Source: an optimization exercise on an open RTL-to-GDS flow (aim: a short achievable clock period and few clock cycles). Production flows keep margins and buffers that such runs may drop.
Function was checked by simulation only, so behaviour that the tests miss may differ from the original.
Power and IR drop assume default switching activity.

`flow/config.mk`:
```
export PLATFORM = sky130hd
export DESIGN_NAME = rv_pipeline_top
export DESIGN_NICKNAME = rv_pipeline_top
export VERILOG_FILES = /design/flow/design.v
export SDC_FILE = /design/flow/constraint.sdc
export NUM_CORES = 4
export LEC_CHECK = 0
export ABC_CLOCK_PERIOD_IN_PS = 2500
export CAP_MARGIN = 20
export CORE_MARGIN = 2
export CORE_UTILIZATION = 35
export PLACE_DENSITY = 0.45
export SETUP_SLACK_MARGIN = 5
export SLEW_MARGIN = 20
export TNS_END_PERCENT = 10
```
`flow/constraint.sdc`:
```
create_clock -name core_clock -period 10.0 [get_ports {clk}]
set_input_delay 2.0000 -clock core_clock [delete_from_list [all_inputs] [get_ports {clk}]]
set_output_delay 2.0000 -clock core_clock [all_outputs]
set_load 0.01 [all_outputs]
```
`flow/design.v`:
```
`default_nettype none
package rv_pkg;
  localparam logic [6:0] op_load    = 7'b0000011;
  localparam logic [6:0] op_store   = 7'b0100011;
  localparam logic [6:0] op_imm     = 7'b0010011;
  localparam logic [6:0] op_reg     = 7'b0110011;
  localparam logic [6:0] op_branch  = 7'b1100011;
  localparam logic [6:0] op_jal     = 7'b1101111;
  localparam logic [6:0] op_custom0 = 7'b0001011;
  localparam int sel_add  = 0;   
  localparam int sel_and  = 1;   
  localparam int sel_or   = 2;   
  localparam int sel_xor  = 3;   
  localparam int sel_slt  = 4;   
  localparam int sel_shr  = 5;   
  localparam int sel_shl  = 6;   
  localparam int sel_min  = 7;   
  localparam int sel_max  = 8;   
  localparam int sel_abs  = 9;
  localparam int n_sel    = 10;
endpackage
`default_nettype wire
`timescale 1ns/100ps
`default_nettype none
module rv_pipeline_top (
  input  logic        clk,
  input  logic        reset,
  input  logic [31:0] instr,
  input  logic [31:0] read_data,
  output logic [31:0] pc,
  output logic        mem_write,
  output logic [31:0] data_addr,
  output logic [31:0] write_data
);
  localparam int NS = rv_pkg::n_sel;
  logic [31:0] pc_r;
  logic        sq;
  logic        d_valid;
  logic [31:0] d_instr;
  logic [31:0] d_pc;
  logic [31:0] d_pc4;
  logic        d_fpred;       
  logic [31:1] d_oh1, d_oh2;
  logic        d_bm1, d_bm2;    
  logic        d_bw1, d_bw2;    
  logic          e_wr;        
  logic          e_load;
  logic          e_store;
  logic          e_c_eq;      
  logic          e_c_ne;      
  logic          e_c_lt;      
  logic          e_c_ge;      
  logic [4:0]    e_rd;
  logic [NS-1:0] e_sel;
  logic          e_inv_b;     
  logic          e_sgn;       
  logic          e_arith;     
  logic          e_rot;       
  logic          e_fsl;       
  logic [31:0]   e_a;
  logic [31:0]   e_b;         
  logic [4:0]    e_sh;        
  logic [31:0]   e_sd;
  logic [31:0]   e_alt;       
  logic        m_wr;
  logic        m_load;
  logic        m_store;
  logic [4:0]  m_rd;
  logic [31:0] m_res;         
  logic [31:0] m_sd;
  logic [31:0] m_b;           
  logic        m_lt;          
  logic        m_min;
  logic        m_max;
  logic        w_wr;
  logic [4:0]  w_rd;
  logic [31:0] w_val;
  logic [31:0] rf [1:31];
  logic [31:1] rf_w;
  logic [31:0] rf_r1, rf_r2;  
  always_comb begin
    rf_r1 = '0;
    rf_r2 = '0;
    for (int k = 1; k < 32; k++) begin
      rf_r1 = rf_r1 | ({32{d_oh1[k]}} & rf[k]);
      rf_r2 = rf_r2 | ({32{d_oh2[k]}} & rf[k]);
    end
  end
  localparam int NB = 4;
  logic [NB-1:0]  bt_v;
  logic [31:1]    bt_pc  [NB];
  logic [31:1]    bt_tgt [NB];
  logic [1:0]     bt_ptr;
  logic           bf_v;       
  logic [31:1]    bf_pc, bf_tgt;
  logic [NB-1:0]  bt_hit;
  logic           f_hit;
  logic [31:0]    f_tgt, f_pc4, pc_other, pc_next;
  always_comb begin
    f_tgt = '0;
    for (int k = 0; k < NB; k++) begin
      bt_hit[k] = bt_v[k] && bt_pc[k] == pc_r[31:1];
      if (bt_hit[k]) f_tgt[31:1] = f_tgt[31:1] | bt_tgt[k];
    end
  end
  assign f_hit = |bt_hit;
  assign f_pc4 = pc_r + 32'd4;
  logic [6:0]  d_op;
  logic [2:0]  d_f3;
  logic [4:0]  d_rs1, d_rs2, d_rd;
  logic        d_is_load, d_is_store, d_is_imm, d_is_reg, d_is_cust, d_is_br, d_is_jal;
  logic        d_use1, d_use2, d_wr;
  logic [31:0] d_imm_i, d_imm_s, d_imm_b, d_imm_j;
  logic        d_pred, d_fill;
  logic [31:0] d_target, d_tgt_j, d_tgt_b;
  logic        dv, ew, el, es;
  logic [31:0] d_v1, d_v2;
  logic        stall, d_redirect, e_mm;
  logic [NS-1:0] d_sel;
  logic        d_inv_b, d_sgn, d_arith, d_rot;
  logic        d_c_eq, d_c_ne, d_c_lt, d_c_ge;
  logic        d_fa, d_fb, d_fs;
  logic [31:0] d_a, d_b;
  logic [31:0] m_val;
  assign d_op  = d_instr[6:0];
  assign d_f3  = d_instr[14:12];
  assign d_rs1 = d_instr[19:15];
  assign d_rs2 = d_instr[24:20];
  assign d_rd  = d_instr[11:7];
  assign d_is_load  = d_op == rv_pkg::op_load;
  assign d_is_store = d_op == rv_pkg::op_store;
  assign d_is_imm   = d_op == rv_pkg::op_imm;
  assign d_is_reg   = d_op == rv_pkg::op_reg;
  assign d_is_cust  = d_op == rv_pkg::op_custom0;
  assign d_is_br    = d_op == rv_pkg::op_branch;
  assign d_is_jal   = d_op == rv_pkg::op_jal;
  assign d_use1 = d_is_load | d_is_store | d_is_imm | d_is_reg | d_is_cust | d_is_br;
  assign d_use2 = d_is_store | d_is_reg | d_is_cust | d_is_br;
  assign d_wr   = (d_is_load | d_is_imm | d_is_reg | d_is_cust | d_is_jal) && d_rd != 5'd0;
  assign d_imm_i = {{20{d_instr[31]}}, d_instr[31:20]};
  assign d_imm_s = {{20{d_instr[31]}}, d_instr[31:25], d_instr[11:7]};
  assign d_imm_b = {{20{d_instr[31]}}, d_instr[7], d_instr[30:25], d_instr[11:8], 1'b0};
  assign d_imm_j = {{12{d_instr[31]}}, d_instr[19:12], d_instr[20], d_instr[30:21], 1'b0};
  assign d_pred   = d_is_jal | (d_is_br & d_instr[31] & (d_f3[2:1] != 2'b01));
  assign d_tgt_j  = d_pc + d_imm_j;
  assign d_tgt_b  = d_pc + d_imm_b;
  assign d_target = ({32{d_instr[3]}} & d_tgt_j) | ({32{~d_instr[3]}} & d_tgt_b);
  assign dv = d_valid & ~sq;
  assign ew = e_wr & ~sq;
  assign el = e_load & ~sq;
  assign es = e_store & ~sq;
  assign e_mm  = e_sel[rv_pkg::sel_min] | e_sel[rv_pkg::sel_max];
  assign stall = dv && ew && (el || e_mm) &&
                 ((d_use1 && d_rs1 == e_rd) ||
                  (d_use2 && d_rs2 == e_rd && !(d_is_store && el)));
  assign d_fa = d_use1 && ew && e_rd == d_rs1;
  assign d_fb = (d_is_reg | d_is_cust | d_is_br) && ew && e_rd == d_rs2;
  assign d_fs = ew && e_rd == d_rs2;
  assign d_a  = d_is_jal ? d_pc4 : d_v1;
  assign d_b  = d_is_jal ? 32'd0 :
                (d_is_imm | d_is_load) ? d_imm_i :
                d_is_store ? d_imm_s : d_v2;
  assign m_val = ((m_min & ~m_lt) | (m_max & m_lt)) ? m_b : m_res;
  always_comb begin
    if (d_bm1)      d_v1 = m_load ? read_data : m_val;
    else if (d_bw1) d_v1 = w_val;
    else            d_v1 = rf_r1;
    if (d_bm2)      d_v2 = m_load ? read_data : m_val;
    else if (d_bw2) d_v2 = w_val;
    else            d_v2 = rf_r2;
  end
  logic [4:0]  f_rs1, f_rs2;
  logic [31:1] rf_w_next;
  always_comb begin
    f_rs1 = stall ? d_rs1 : instr[19:15];
    f_rs2 = stall ? d_rs2 : instr[24:20];
    for (int k = 1; k < 32; k++) rf_w_next[k] = rf_w[k] | (w_wr && w_rd == 5'(k));
  end
  always_ff @(posedge clk) begin
    for (int k = 1; k < 32; k++) begin
      d_oh1[k] <= f_rs1 == 5'(k) && rf_w_next[k];
      d_oh2[k] <= f_rs2 == 5'(k) && rf_w_next[k];
    end
    d_bm1 <= ew && e_rd == f_rs1;
    d_bm2 <= ew && e_rd == f_rs2;
    d_bw1 <= m_wr && m_rd == f_rs1;
    d_bw2 <= m_wr && m_rd == f_rs2;
  end
  always_comb begin
    d_sel   = '0;
    d_inv_b = 1'b0;
    d_sgn   = 1'b0;
    d_arith = 1'b0;
    d_rot   = 1'b0;
    d_c_eq  = 1'b0;
    d_c_ne  = 1'b0;
    d_c_lt  = 1'b0;
    d_c_ge  = 1'b0;
    if (d_is_imm || d_is_reg) begin
      case (d_f3)
        3'b000: begin
          d_sel[rv_pkg::sel_add] = 1'b1;
          d_inv_b = d_is_reg & d_instr[30];
        end
        3'b001: d_sel[rv_pkg::sel_shl] = 1'b1;
        3'b010: begin
          d_sel[rv_pkg::sel_slt] = 1'b1;
          d_sgn = 1'b1;
        end
        3'b011: d_sel[rv_pkg::sel_slt] = 1'b1;
        3'b100: d_sel[rv_pkg::sel_xor] = 1'b1;
        3'b101: begin
          d_sel[rv_pkg::sel_shr] = 1'b1;
          d_arith = d_instr[30];
        end
        3'b110: d_sel[rv_pkg::sel_or] = 1'b1;
        default: d_sel[rv_pkg::sel_and] = 1'b1;
      endcase
    end else if (d_is_cust) begin
      case ({d_instr[26:25], d_f3})
        5'b00_000: begin d_sel[rv_pkg::sel_and] = 1'b1; d_inv_b = 1'b1; end
        5'b00_001: begin d_sel[rv_pkg::sel_or]  = 1'b1; d_inv_b = 1'b1; end
        5'b00_010: begin d_sel[rv_pkg::sel_xor] = 1'b1; d_inv_b = 1'b1; end
        5'b01_000: begin d_sel[rv_pkg::sel_min] = 1'b1; d_sgn = 1'b1; end
        5'b01_001: begin d_sel[rv_pkg::sel_max] = 1'b1; d_sgn = 1'b1; end
        5'b01_010: d_sel[rv_pkg::sel_min] = 1'b1;
        5'b01_011: d_sel[rv_pkg::sel_max] = 1'b1;
        5'b10_000: begin d_sel[rv_pkg::sel_shl] = 1'b1; d_rot = 1'b1; end
        5'b10_001: begin d_sel[rv_pkg::sel_shr] = 1'b1; d_rot = 1'b1; end
        5'b11_000: d_sel[rv_pkg::sel_abs] = 1'b1;
        default:   d_sel[rv_pkg::sel_add] = 1'b1;
      endcase
    end else if (d_is_br) begin
      d_sgn = ~d_f3[1];
      case (d_f3)
        3'b000: if (d_pred) d_c_ne = 1'b1; else d_c_eq = 1'b1;
        3'b001: if (d_pred) d_c_eq = 1'b1; else d_c_ne = 1'b1;
        3'b100, 3'b110: if (d_pred) d_c_ge = 1'b1; else d_c_lt = 1'b1;
        3'b101, 3'b111: if (d_pred) d_c_lt = 1'b1; else d_c_ge = 1'b1;
        default: ;
      endcase
    end else begin
      d_sel[rv_pkg::sel_add] = 1'b1;
    end
  end
  logic [31:0] op_a, op_b, st_d;
  logic [31:0] sum, neg_a, shr_o, shl_o, res, res_o;
  logic [63:0] shr_w, shl_w;
  logic        lt, eq, mispredict;
  logic [4:0]  sh;
  assign op_a = e_a;
  assign op_b = e_b;
  assign st_d = e_fsl ? read_data : e_sd;
  assign sum   = op_a + op_b + {31'd0, e_inv_b};
  assign neg_a = 32'd0 - op_a;
  assign lt    = {op_a[31] ^ e_sgn, op_a[30:0]} < {op_b[31] ^ e_sgn, op_b[30:0]};
  assign eq    = op_a == op_b;
  assign sh    = e_sh;
  assign shr_w = {(e_rot ? op_a : {32{e_arith & op_a[31]}}), op_a} >> sh;
  assign shl_w = {op_a, (e_rot ? op_a : 32'd0)} << sh;
  assign shr_o = shr_w[31:0];
  assign shl_o = shl_w[63:32];
  always_comb begin
    res_o = '0;
    if (e_sel[rv_pkg::sel_and]) res_o = res_o | (op_a & op_b);
    if (e_sel[rv_pkg::sel_or])  res_o = res_o | (op_a | op_b);
    if (e_sel[rv_pkg::sel_xor]) res_o = res_o | (op_a ^ op_b);
    if (e_sel[rv_pkg::sel_slt]) res_o = res_o | {31'd0, lt};
    if (e_sel[rv_pkg::sel_shr]) res_o = res_o | shr_o;
    if (e_sel[rv_pkg::sel_shl]) res_o = res_o | shl_o;
    if (e_mm)                   res_o = res_o | op_a;
    if (e_sel[rv_pkg::sel_abs]) res_o = res_o | (op_a[31] ? neg_a : op_a);
  end
  assign res = e_sel[rv_pkg::sel_add] ? sum : res_o;
  assign mispredict = ~sq & ((e_c_eq & eq) | (e_c_ne & ~eq) | (e_c_lt & lt) | (e_c_ge & ~lt));
  assign d_redirect = dv & (d_pred ^ d_fpred) & ~stall;
  assign d_fill     = dv & d_pred & ~d_fpred & ~stall;
  assign pc_other = d_redirect ? d_pc4 : stall ? pc_r : f_hit ? f_tgt : f_pc4;
  assign pc_next  = mispredict ? e_alt : (d_redirect & d_pred) ? d_target : pc_other;
  assign pc         = pc_r;
  assign mem_write  = m_store;
  assign data_addr  = m_res;
  assign write_data = m_sd;
  always_ff @(posedge clk or posedge reset) begin
    if (reset) begin
      pc_r    <= '0;
      d_valid <= 1'b0;
      sq      <= 1'b0;
    end else begin
      sq      <= mispredict;
      pc_r <= pc_next;
      if (d_redirect)  d_valid <= 1'b0;
      else if (!stall) d_valid <= 1'b1;
    end
  end
  always_ff @(posedge clk) begin
    if (!stall) begin
      d_instr <= instr;
      d_pc    <= pc_r;
      d_pc4   <= f_pc4;
      d_fpred <= f_hit;
    end
  end
  always_ff @(posedge clk or posedge reset) begin
    if (reset) begin
      bf_v   <= 1'b0;
      bt_v   <= '0;
      bt_ptr <= '0;
    end else begin
      bf_v <= d_fill;
      if (bf_v) begin
        bt_v[bt_ptr] <= 1'b1;
        bt_ptr       <= bt_ptr + 2'd1;
      end
    end
  end
  always_ff @(posedge clk) begin
    bf_pc  <= d_pc[31:1];
    bf_tgt <= d_target[31:1];
    if (bf_v) begin
      bt_pc[bt_ptr]  <= bf_pc;
      bt_tgt[bt_ptr] <= bf_tgt;
    end
  end
  always_ff @(posedge clk or posedge reset) begin
    if (reset) begin
      e_wr    <= 1'b0;
      e_load  <= 1'b0;
      e_store <= 1'b0;
      e_c_eq  <= 1'b0;
      e_c_ne  <= 1'b0;
      e_c_lt  <= 1'b0;
      e_c_ge  <= 1'b0;
    end else if (stall || !dv) begin
      e_wr    <= 1'b0;
      e_load  <= 1'b0;
      e_store <= 1'b0;
      e_c_eq  <= 1'b0;
      e_c_ne  <= 1'b0;
      e_c_lt  <= 1'b0;
      e_c_ge  <= 1'b0;
    end else begin
      e_wr    <= d_wr;
      e_load  <= d_is_load;
      e_store <= d_is_store;
      e_c_eq  <= d_c_eq;
      e_c_ne  <= d_c_ne;
      e_c_lt  <= d_c_lt;
      e_c_ge  <= d_c_ge;
    end
  end
  always_ff @(posedge clk) begin
    e_rd    <= d_rd;
    e_sel   <= d_sel;
    e_inv_b <= d_inv_b;
    e_sgn   <= d_sgn;
    e_arith <= d_arith;
    e_rot   <= d_rot;
    e_fsl   <= el && ew && e_rd == d_rs2;
    e_a     <= (d_fa & e_sel[rv_pkg::sel_add]) ? sum :
               d_fa ? res_o : d_a;
    e_b     <= (d_fb & e_sel[rv_pkg::sel_add]) ? sum ^ {32{d_inv_b}} :
               d_fb ? res_o ^ {32{d_inv_b}} : d_b ^ {32{d_inv_b}};
    e_sh    <= (d_fb & e_sel[rv_pkg::sel_add]) ? sum[4:0] :
               d_fb ? res_o[4:0] : d_b[4:0];
    e_sd    <= (d_fs & e_sel[rv_pkg::sel_add]) ? sum :
               d_fs ? res_o : d_v2;
    e_alt   <= d_pred ? d_pc4 : d_target;
  end
  always_ff @(posedge clk or posedge reset) begin
    if (reset) begin
      m_wr    <= 1'b0;
      m_load  <= 1'b0;
      m_store <= 1'b0;
    end else begin
      m_wr    <= ew;
      m_load  <= el;
      m_store <= es;
    end
  end
  always_ff @(posedge clk) begin
    m_rd  <= e_rd;
    m_res <= res;
    m_sd  <= st_d;
    m_b   <= op_b;
    m_lt  <= lt;
    m_min <= e_sel[rv_pkg::sel_min];
    m_max <= e_sel[rv_pkg::sel_max];
  end
  always_ff @(posedge clk or posedge reset) begin
    if (reset) begin
      w_wr <= 1'b0;
    end else begin
      w_wr <= m_wr;
    end
  end
  always_ff @(posedge clk) begin
    w_rd  <= m_rd;
    w_val <= m_load ? read_data : m_val;
  end
  always_ff @(posedge clk or posedge reset) begin
    if (reset) begin
      rf_w <= '0;
    end else begin
      for (int k = 1; k < 32; k++) if (w_wr && w_rd == 5'(k)) rf_w[k] <= 1'b1;
    end
  end
  always_ff @(posedge clk) begin
    for (int k = 1; k < 32; k++) if (w_wr && w_rd == 5'(k)) rf[k] <= w_val;
  end
endmodule
`default_nettype wire
```
`flow/flow/run.sh`:
```
#!/bin/bash
set -euo pipefail
bash standard.sh SETUP_SLACK_MARGIN=7 "BUFFER_PORTS_ARGS=-buffer_cell sky130_fd_sc_hd__buf_6" finish > standard_flow.log 2>&1
```
`flow/standard.sh`:
```
#!/bin/bash
# synth_recipe.tcl (not shown) runs the flow's synth.tcl, then flattens the netlist and writes it again
# the make line also repeats each setting of config.mk as NAME=value (left out here)
make -C /OpenROAD-flow-scripts/flow DESIGN_CONFIG=/design/flow/config.mk WORK_HOME=/design/flow/orfs CLKGATE_MAP_FILE= SYNTH_SCRIPT=/design/flow/synth_recipe.tcl "${@:-finish}"
```
==> results of run 1 <==
## routing by layer
layer | vias up | share of wire | GRT usage
met5 | - | 0.00030 | 0
met4 | 22 | 0.064 | 0.1866
met3 | 1306 | 0.13 | 0.1020
met2 | 5995 | 0.42 | 0.5063
met1 | 36362 | 0.39 | 0.4711
li1 | 28382 | - | -
## final cells by class
| cell class | count | area [um2] | share of cell area |
|---|---|---|---|
| Antenna cell | 10 | 25.02 | 0.0002404 |
| Clock inverter | 115 | 1553 | 0.01492 |
| Timing Repair inverter | 3 | 30.03 | 0.0002885 |
| Sequential cell | 1852 | 51180 | 0.4918 |
| Clock buffer | 265 | 5473 | 0.05259 |
| Multi-Input combinational cell | 4453 | 34070 | 0.3274 |
| Timing Repair Buffer | 696 | 7009 | 0.06735 |
| Inverter | 179 | 748.2 | 0.007189 |
| Tap cell | 3185 | 3985 | 0.03829 |
## cells in the mapped netlist (all sizes together), types with 65 or more instances
library cell / count
dfrtp: 83
dfxtp: 434
nand2: 377
buf: 111
a21o: 65
xnor2: 222
a22o: 338
inv: 179
edfxtp: 1335
nand3: 148
xor2: 76
ha: 148
nor3: 120
nand4: 206
o32ai: 66
clkbuf: 411
a221oi: 374
a22oi: 366
mux2: 104
mux2i: 121
o21ai: 280
nor2: 414
a21oi: 417
## registers in the layout (all words and copies together), names as in the netlist, 10 cells and up, named ones only
register	count
bt_pc	124
d_oh2	31
d_oh1	31
m_res	32
e_sd	32
e_alt	32
d_pc4	30
bf_tgt	31
w_val	32
m_b	32
m_sd	32
e_sel	10
e_a	32
d_instr	32
bt_tgt	124
bf_pc	31
rf_w	31
pc_r	32
rf	992
d_pc	32
e_b	32
## kinds of logic after synthesis
| kind of cell | after synthesis | synth area share |
|---|---|---|
| flip-flops | 1852 | 0.5993 |
| adder cells (fa/ha/maj) | 152 | 0.02277 |
| buffers and inverters | 701 | 0.03204 |
| XOR/XNOR | 298 | 0.03076 |
| AND/OR/NAND/NOR | 1500 | 0.08516 |
| multiplexers | 268 | 0.03958 |
| AO/OA/AOI/OAI | 2234 | 0.1904 |
## critical path, delay by kind of cell (launching register included)
family / cells / cell delay (ns)
AO/OA/AOI/OAI: 6 / 2.09
flip-flops: 1 / 0.52
buffers and inverters: 1 / 0.48
AND/OR/NAND/NOR: 3 / 0.42
## timing repair
item / 4_1_cts / 5_1_grt
setup endpoints to repair: 522 / 367
pin swaps: 45 / 96
endpoints found under the hold margin: 0 / 0
resized for setup: 361 / 433
cloned: 10 / 7
buffers inserted: 133 / 157
## report_power, final
group	switching [mW]	internal, mW
combinational	2.23	1.54
sequential	0.868	8.99
clock	3.37	4.61
## worst min-delay path by stage
stage | endpoint | slack [ns] | cells past startpoint
CTS | m_b[29]$_DFF_P_ | 0.34 | 0
global placement | m_b[24]$_DFF_P_ | 0.36 | 0
floorplan | m_max$_DFF_P_ | 0.34 | 0
global route | m_b[29]$_DFF_P_ | 0.35 | 0
detailed placement | m_b[21]$_DFF_P_ | 0.36 | 0
finish | m_b[29]$_DFF_P_ | 0.34 | 0
==> results.json, run 1 <==
{
  "status": "timing/DRC/antenna clean",
  "synthCells": 7005,
  "hold_viol": 0,
  "r2r-end": "e_a[17]$_DFF_P_",
  "nNetsFinal": 7605,
  "avgSynthCellArea_um2": 12.11,
  "yosys_warnings": 2,
  "grtUsageTotal": 0.3498,
  "routed_wl_um": 447900,
  "post_drt_wl_per_cell_um": 41.63,
  "placed_cell_area_um2": 90820,
  "power_mw": 21.61,
  "period_share": 0.3745,
  "std_cell_rows": 180,
  "synth-edff-count": 1335,
  "endpoint": "e_a[17]$_DFF_P_",
  "fin_worst_skew_ns": 0.08674,
  "grt_pass1_vias": 67290,
  "worstPathRequired_ns": 10.67,
  "rsz0062_at_grt": "yes",
  "drt_first_iter_violations": 13365,
  "fmax_mhz": 267.0,
  "yosysSeqAreaShare": 0.5993,
  "syn_to_final_growth_pct": 22.66,
  "place_congestion": 0.9576,
  "hp-class": "flop to flop",
  "grt_max_degree": 86,
  "cts_sinks": 1852,
  "rr_startpoint": "d_oh1[17]$_DFF_P_",
  "synthFlopType": "edfxtp_1",
  "clkLatencyLatePin_ns": 0.90,
  "antenna_found_initial": 26,
  "vias_per_cell": 6.699,
  "holdBufCountCts": 0,
  "leakage_nw": 36.77,
  "cts_root_buffer": "clkbuf_16",
  "crit_path_cell_trace": "buf_4, a22o_1, a221oi_1, nand4_1, o32ai_1, nor2_1, a21oi_1, nor2_1, a21oi_1, o21ai_0",
  "grt_overflow": 0,
  "initial_core_util": 0.3524,
  "worst_slack_ns": 6.255,
  "min_period_ns": 3.745,
  "fin_util": 0.4323,
  "crit_arrival_ns": 4.41,
  "cp_slowest_cell": "o32ai_1",
  "layout_commonest_cell": "edfxtp_1",
  "synth_nets": 7223,
  "async_flop_share": 0.04482,
  "ff2ff_path_depth": 10,
  "endpoint_kind": "flop",
  "cts_max_level": 4,
  "drv_slew": 0,
  "p_per_area_nw_per_um2": 207.6,
  "numCtsBuffers": 202,
  "post-place-ws_ns": 3.975,
  "drive_gt1_frac": 0.2289,
  "num_vias": 72067,
  "fillers": 22116,
  "die_area_um2": 246400,
  "die_h_um": 496.4,
  "synth_top_area_share": 0.4725,
  "synth_cell_type_count": 96,
  "ioPinCount": 163,
  "worst_hold_slack_ns": 0.3370,
  "final_cell_mix": "1,335 x edfxtp_1, 400 x buf_4, 368 x a21oi_1",
  "fp.dieW_um": 496.4,
  "grt_pass1_wl_um": 590600,
  "hp-start": "e_b[29]$_DFF_P_",
  "tightest_slew_ns": 1.261,
  "ir_drop_v": 0.0001830,
  "startpoint": "d_oh1[17]$_DFF_P_",
  "max_cap_violations": 0,
  "drt-pass1-iter-count": 8,
  "dp_cells": 10060,
  "synth_area_leader_cell": "edfxtp_1",
  "crit_type": "flop to flop",
  "clkTransAtPathRegs_ns": 0.06,
  "setup_viol": 0,
  "dp_hpwl_um": 270400,
  "crit_fanout": 23,
  "cts_tree": "done",
  "synth_area_leaders": "edfxtp_1 47%, dfxtp_1 10%, a221oi_1 3.9%",
  "cts_buffer_depth": 3,
  "start_kind": "flop",
  "ys_ff_latch": 1852,
  "core_area_um2": 240800,
  "synth_area_um2": 84850,
  "post-route-drc-count": 0,
  "ant_nets": 0,
  "relSlewSlack": 0.1593,
  "fin_setup_tns_ns": 0,
  "fin_area_um2": 104100,
  "io_buffers": 162,
  "rrSetupSlack_ns": 6.26,
  "fin_cells": 10758,
  "critPathMaxStageDelay_ns": 0.91
}
Testbench counts, summed over its fixed seeds: cycles 32,653.
==> run 2: changes to the inputs <==
--- a/flow/config.mk
+++ b/flow/config.mk
@@ -8,8 +8,8 @@
 export ABC_CLOCK_PERIOD_IN_PS = 2500
 export CAP_MARGIN = 20
 export CORE_MARGIN = 2
-export CORE_UTILIZATION = 35
-export PLACE_DENSITY = 0.45
+export CORE_UTILIZATION = 40
+export PLACE_DENSITY = 0.5
 export SETUP_SLACK_MARGIN = 5
 export SLEW_MARGIN = 20
 export TNS_END_PERCENT = 10
==> run 2 against run 1 <==
First-iteration DRC count is 7.5% higher. Clock skew decreased by 0.011 ns. Critical path depth up 5. Sequential share of layout area shrank 0.86 points. Still clean. Global-route usage rose by 3.6 points. Critical endpoint is now e_alt[31]$_DFF_P_. Combinational power increased by about 10%. Wire length decreased by 1.9%. Register-to-register slack improved by 0.13 ns. Total power grew 0.59%. Critical path type unchanged. Cell area grew 1.8%. Highest routed layer unchanged.
==> results.json, run 2 <==
{
  "hp-class": "flop to flop",
  "numCtsBuffers": 198,
  "critPathMaxStageDelay_ns": 0.58,
  "endpoint": "e_alt[31]$_DFF_P_",
  "cts_root_buffer": "clkbuf_16",
  "holdBufCountCts": 0,
  "hold_viol": 0,
  "antenna_found_initial": 26,
  "reg.largest.list": "rf: 992 flops, bt_pc: 124 flops, bt_tgt: 124 flops",
  "synth_common_cells": "1,335 x edfxtp_1, 434 x dfxtp_1, 416 x a21oi_1",
  "ioPinCount": 163,
  "initial_core_util": 0.4013,
  "final_cell_mix": "1,335 x edfxtp_1, 427 x buf_4, 365 x nand2_1",
  "fp.dieW_um": 464.6,
  "setup_viol": 0,
  "post-place-ws_ns": 4.489,
  "ir_drop_v": 0.0001999,
  "post-route-drc-count": 0,
  "relSlewSlack": 0.1689,
  "start_kind": "flop",
  "leakage_nw": 37.62,
  "path_buf_inv": 3,
  "yosys_warnings": 2,
  "nNetsFinal": 7702,
  "yosysMostFrequentCell": "edfxtp_1",
  "synth_top_area_share": 0.4725,
  "cts_max_level": 4,
  "grt_max_degree": 74,
  "fmax_mhz": 276.3,
  "avgSynthCellArea_um2": 12.11,
  "max_cap_violations": 0,
  "cts_sinks": 1852,
  "largest_reg_flops": 992,
  "synth_cell_type_count": 96,
  "synthCells": 7005,
  "yosysSeqAreaShare": 0.5993,
  "crit_fanout": 3,
  "rsz0062_at_grt": "yes",
  "crit_type": "flop to flop",
  "post_drt_wl_per_cell_um": 41.83,
  "met2_length_um": 180100,
  "synthFlopType": "edfxtp_1",
  "vias_per_cell": 7.026,
  "core_area_um2": 211500,
  "min_period_ns": 3.619,
  "async_flop_share": 0.04482,
  "tightest_slew_ns": 1.238,
  "die_area_um2": 215800,
  "synth_nets": 7223,
  "dp_hpwl_um": 259500,
  "top_layer_used": "met5",
  "synth_area_um2": 84850,
  "p_per_area_nw_per_um2": 205.1,
  "drt-met1-wl_um": 165200,
  "drv_slew": 0,
  "rr_startpoint": "d_pc[1]$_DFFE_PN_",
  "synth_area_leader_cell": "edfxtp_1",
  "synth-edff-count": 1335,
  "startpoint": "d_pc[1]$_DFFE_PN_",
  "cts_buffer_depth": 3,
  "grt_pass1_wl_um": 578400,
  "worstPathRequired_ns": 10.78,
  "dr_wl_met3_um": 62340,
  "clkLatencyLatePin_ns": 0.90,
  "num_vias": 73793,
  "drt_first_iter_violations": 14367,
  "clkTransAtPathRegs_ns": 0.07,
  "path_delay_family": "compound AO/OA/AOI/OAI gates",
  "ys_ff_latch": 1852,
  "fillers": 18652,
  "grt_pass1_vias": 68315,
  "worst_slack_ns": 6.381,
  "synth_area_leaders": "edfxtp_1 47%, dfxtp_1 10%, a221oi_1 3.9%",
  "syn_to_final_growth_pct": 24.89,
  "fin_worst_skew_ns": 0.07548,
  "cp_slowest_cell": "edfxtp_1",
  "regMostFlops": "rf",
  "drt-pass1-iter-count": 10,
  "drive_gt1_frac": 0.2522,
  "cts_tree": "done",
  "crit_path_cell_trace": "ha_2, inv_2, fa_2, nand2b_4, a21oi_4, a211oi_4, a211oi_2, buf_4, a21oi_4, o31a_1, o211ai_1, nand2_2, buf_4, xnor2_2, mux2_2",
  "crit_arrival_ns": 4.39,
  "rrSetupSlack_ns": 6.38,
  "ff2ff_path_depth": 15,
  "period_share": 0.3619,
  "std_cell_rows": 169,
  "status": "timing/DRC/antenna clean",
  "grtUsageTotal": 0.3861,
  "ant_nets": 0,
  "r2r-end": "e_alt[31]$_DFF_P_",
  "grt_overflow": 0,
  "routed_wl_um": 439400,
  "endpoint_kind": "flop",
  "cp.depth": 15,
  "layout_commonest_cell": "edfxtp_1",
  "io_buffers": 162,
  "fin_setup_tns_ns": 0,
  "place_congestion": 0.9927,
  "die_h_um": 464.6
}
==> run 2: cell counts after synthesis <==
No cell type changed its count.
==> run 2: worst min-delay path by stage <==
| stage | start | endpoint | slack, ns | depth (start not counted) |
|---|---|---|---|---|
| 5_1_grt | e_b[28]$_DFF_P_ | m_b[28]$_DFF_P_ | 0.37 | 0 |
| 3_5_place_dp | e_sel[7]$_SDFF_PP0_ | m_min$_DFF_P_ | 0.37 | 0 |
| 6_report | e_b[28]$_DFF_P_ | m_b[28]$_DFF_P_ | 0.37 | 0 |
| 4_1_cts | e_b[28]$_DFF_P_ | m_b[28]$_DFF_P_ | 0.37 | 0 |
| 3_3_place_gp | e_b[28]$_DFF_P_ | m_b[28]$_DFF_P_ | 0.36 | 0 |
| 2_1_floorplan | e_sel[8]$_SDFF_PP0_ | m_max$_DFF_P_ | 0.34 | 0 |
==> run 2: cells by family after synthesis <==
family | synth area share
mux | 0.03958
fa+ha+maj | 0.02277
xor+xnor | 0.03076
compound gates | 0.1904
buf+inv | 0.03204
flops | 0.5993
simple gates | 0.08516
==> run 2: area by class of cell <==
cell class	instances	area [um2]	share of cell area
Sequential cell	1852	51200	0.4831
Multi-Input combinational cell	4453	34860	0.3290
Timing Repair Buffer	794	8645	0.08158
Clock buffer	278	5675	0.05356
Tap cell	2821	3530	0.03331
Clock inverter	100	1194	0.01126
Inverter	179	744.5	0.007025
Timing Repair inverter	6	70.07	0.0006612
Antenna cell	20	50.05	0.0004723
==> run 2: power breakdown <==
group,internal [mW],switching [mW]
clock,4.50,3.31
combinational,1.75,2.42
sequential,8.98,0.784
==> run 2: what timing repair did <==
action	in CTS	in global routing
endpoints found under the setup margin	483	427
buffers inserted	259	126
pin swaps	123	73
gates cloned	16	23
resized for setup	621	486
==> run 2: metrics by stage <==
stage | std cells | hold WS, ns | cell area (um2) | utilization | power, mW
4_1_cts | 10332 | 0.3669 | 102300 | 0.4839 | 21.48
3_5_place_dp | 9679 | 0.3652 | 90260 | 0.4269 | 12.93
2_1_floorplan | 7005 | 0.3444 | 84900 | - | 11.28
5_1_grt | 10492 | 0.3729 | 105900 | 0.5010 | 22.24
3_3_place_gp | 9678 | 0.3645 | 90230 | 0.4267 | 12.92
6_report | 10503 | 0.3688 | 106000 | 0.5011 | 21.74
==> run 2: layer usage <==
layer,up-vias,track usage
met1,36993,0.5233
met2,6672,0.5434
met4,16,0.2200
li1,28625,-
met5,-,0
met3,1487,0.1209
==> run 3: changes to the inputs <==
--- a/flow/config.mk
+++ b/flow/config.mk
@@ -8,8 +8,8 @@
 export ABC_CLOCK_PERIOD_IN_PS = 2500
 export CAP_MARGIN = 20
 export CORE_MARGIN = 2
-export CORE_UTILIZATION = 40
-export PLACE_DENSITY = 0.5
+export CORE_UTILIZATION = 45
+export PLACE_DENSITY = 0.55
 export SETUP_SLACK_MARGIN = 5
 export SLEW_MARGIN = 20
 export TNS_END_PERCENT = 10
==> run 3 against run 2 <==
Still clean on timing, DRC and antenna. Sequential power barely moved. Combinational power shrank 5.5%. Register-to-register slack improved by 0.02 ns. Maximum frequency fell by 0.57%. Hold slack lost 0.0021 ns. Core utilization up 5.7 points. First-iteration DRC count rose by 5.0%. Via count about the same. Cell count down 3.9%.
==> results.json, run 3 <==
{
  "die_area_um2": 192000,
  "die_h_um": 438.2,
  "layout_commonest_cell": "edfxtp_1",
  "dp_hpwl_um": 254000,
  "largest_reg_flops": 992,
  "synth-edff-count": 1335,
  "synth_area_leaders": "edfxtp_1 47%, dfxtp_1 10%, a221oi_1 3.9%",
  "post_drt_wl_per_cell_um": 42.38,
  "async_flop_share": 0.04482,
  "numCtsBuffers": 196,
  "yosysMostFrequentCell": "edfxtp_1",
  "cts_buffer_depth": 3,
  "status": "timing/DRC/antenna clean",
  "vias_per_cell": 7.315,
  "grt_pass1_vias": 68106,
  "r2r-end": "e_a[23]$_DFF_P_",
  "initial_core_util": 0.4523,
  "place_congestion": 1.014,
  "antenna_found_initial": 10,
  "tightest_slew_ns": 1.254,
  "routed_wl_um": 427800,
  "avgSynthCellArea_um2": 12.11,
  "synth_nets": 7223,
  "crit_path_cell_trace": "buf_6",
  "fp.dieW_um": 438.2,
  "critPathMaxStageDelay_ns": 0.62,
  "yosys_warnings": 2,
  "hp-class": "flop to flop",
  "reg.largest.list": "rf: 992 flops, bt_pc: 124 flops, bt_tgt: 124 flops",
  "yosysSeqAreaShare": 0.5993,
  "fin_worst_skew_ns": 0.06263,
  "drt-pass1-iter-count": 9,
  "fin_setup_tns_ns": 0,
  "endpoint_kind": "output port",
  "path_buf_inv": 1,
  "clkLatencyLatePin_ns": 0.89,
  "crit_arrival_ns": 1.64,
  "rrSetupSlack_ns": 6.40,
  "ioPinCount": 163,
  "drt_first_iter_violations": 15090,
  "cts_sinks": 1852,
  "syn_to_final_growth_pct": 23.37,
  "grtUsageTotal": 0.4246,
  "nNetsFinal": 7646,
  "fillers": 15600,
  "grt_overflow": 0,
  "ff2ff_path_depth": 9,
  "crit_fanout": 2,
  "io_buffers": 162,
  "synth_area_leader_cell": "edfxtp_1",
  "synth_cell_type_count": 96,
  "fmax_mhz": 274.7,
  "final_cell_mix": "1,335 x edfxtp_1, 394 x buf_4, 363 x nand2_1",
  "ys_ff_latch": 1852,
  "synth_top_area_share": 0.4725,
  "drive_gt1_frac": 0.2511,
  "rr_startpoint": "e_sh[4]$_DFF_P_",
  "ir_drop_v": 0.0001740,
  "std_cell_rows": 159,
  "cts_tree": "done",
  "cts_root_buffer": "clkbuf_16",
  "relSlewSlack": 0.1549,
  "synth_area_um2": 84850,
  "synth_common_cells": "1,335 x edfxtp_1, 434 x dfxtp_1, 416 x a21oi_1",
  "core_area_um2": 187600,
  "path_delay_family": "flip-flops",
  "clkTransAtPathRegs_ns": 0.06,
  "num_vias": 73847,
  "leakage_nw": 37.18,
  "cts_max_level": 4,
  "synthCells": 7005,
  "grt_max_degree": 72,
  "regMostFlops": "rf",
  "max_cap_violations": 0,
  "crit_type": "flop to output port",
  "period_share": 0.3640,
  "synthFlopType": "edfxtp_1",
  "post-route-drc-count": 0,
  "cp_slowest_cell": "dfxtp_1",
  "hold_viol": 0,
  "start_kind": "flop",
  "setup_viol": 0,
  "grt_pass1_wl_um": 563600,
  "worstPathRequired_ns": 8.00,
  "hold_depth": 0,
  "min_period_ns": 3.640,
  "ant_nets": 0,
  "power_mw": 21.43,
  "rsz0062_at_grt": "yes",
  "hp-start": "e_sel[7]$_SDFF_PP0_",
  "min_to": "m_min$_DFF_P_",
  "p_per_area_nw_per_um2": 204.7,
  "drv_slew": 0
}
[run 3: timing repair]
item,CTS,global route
setup buffers,205,144
hold buffers,0,0
setup endpoints to repair,488,413
resized for setup,530,514
gates cloned,20,12
pin swaps,103,97
[run 3: layout make-up]
| cell class | instances | area [um2] | area share |
|---|---|---|---|
| clock buffers | 253 | 5360 | 0.05121 |
| well taps | 2495 | 3122 | 0.02982 |
| flip-flops and latches | 1852 | 51200 | 0.4891 |
| repair inverters | 3 | 36.28 | 0.0003466 |
| multi-input cells | 4457 | 35020 | 0.3346 |
| repair buffers | 739 | 7789 | 0.07441 |
| clock inverters | 111 | 1385 | 0.01323 |
| diodes | 6 | 15.01 | 0.0001434 |
| inverters | 179 | 748.2 | 0.007148 |
[run 3: power by group]
group | internal, mW | switching (mW) | total (mW)
Sequential | 8.98 | 0.818 | 9.80
Clock | 4.39 | 3.31 | 7.70
Combinational | 1.61 | 2.33 | 3.93
[run 3: worst max path at each step]
stage,startpoint,endpoint,depth (start not counted),slack (ns)
floorplan,d_instr[3]$_DFFE_PN_,flop,9,6.17
finish,m_res[5]$_DFF_P_,data_addr[5],1,6.36
CTS,pc_r[8]$_DFFE_PP0P_,pc[8],1,6.37
global route,pc_r[15]$_DFFE_PP0P_,pc[15],2,6.38
global placement,e_a[31]$_DFF_P_,pc_r[17]$_DFFE_PP0P_,15,4.63
detailed placement,e_a[31]$_DFF_P_,pc_r[17]$_DFFE_PP0P_,15,4.47
[run 3: through the flow]
step | setup slack (ns) | hold slack [ns] | utilization | std cells | cell area [um2]
2_1_floorplan | 6.172 | 0.3444 | - | 7005 | 84900
3_3_place_gp | 4.627 | 0.3504 | 0.4783 | 9340 | 89740
3_5_place_dp | 4.473 | 0.3571 | 0.4787 | 9343 | 89800
4_1_cts | 6.367 | 0.3627 | 0.5381 | 9932 | 101000
5_1_grt | 6.378 | 0.3817 | 0.5579 | 10090 | 104700
6_report | 6.360 | 0.3667 | 0.5580 | 10095 | 104700
[run 3: kinds of logic (layout without fill, tap and decap cells)]
family,after synthesis,count (layout),share of synthesized area
AOI/OAI and AO/OA,2234,2234,0.1904
DFF,1852,1852,0.5993
and+or+nand+nor,1500,1505,0.08516
buffers and inverters,701,1285,0.03204
xor gates and xnor gates,298,298,0.03076
muxes,268,268,0.03958
adders and majority gates,152,152,0.02277
other,0,6,0
[run 3: routing by layer]
| layer | vias up | wire length, um | GRT usage |
|---|---|---|---|
| li1 | 28449 | - | - |
| met1 | 36464 | 155000 | 0.5628 |
| met2 | 7172 | 168700 | 0.5747 |
| met3 | 1745 | 66780 | 0.1559 |
| met4 | 17 | 37060 | 0.2899 |
| met5 | - | 331 | 0.004715 |

## afterwards: timing with drivers on the ports
The flow's constraints put no driver on any port. The routed layouts listed below were extracted and timed again, unchanged, in two steps.
Step 1 assumes that a clkbuf_16 drives the clock port and a buf_2 every other input.
Step 2 moves the port delays by t, midway between the first and last clock arrival at a register: inputs arrive t later, outputs are due t later. That takes back most of the time a late clock gives input paths.
a / b / c = no drivers / after step 1 / after step 2; a / b = the first two.
run	t (ns)	slack for setup (ns)	worst slew at a driven data input, ns
run 1	0.958	6.255 / 6.248 / 5.752	0.06
run 2	0.948	6.381 / 6.312 / 5.946	0.06
run 3	0.946	6.360 / 6.274 / 6.067	0.08
After both steps setup and hold are still met in every run listed. The setup slack of run 1, which loses most, moves by -0.007 ns with the drivers and by -0.503 ns with both steps.
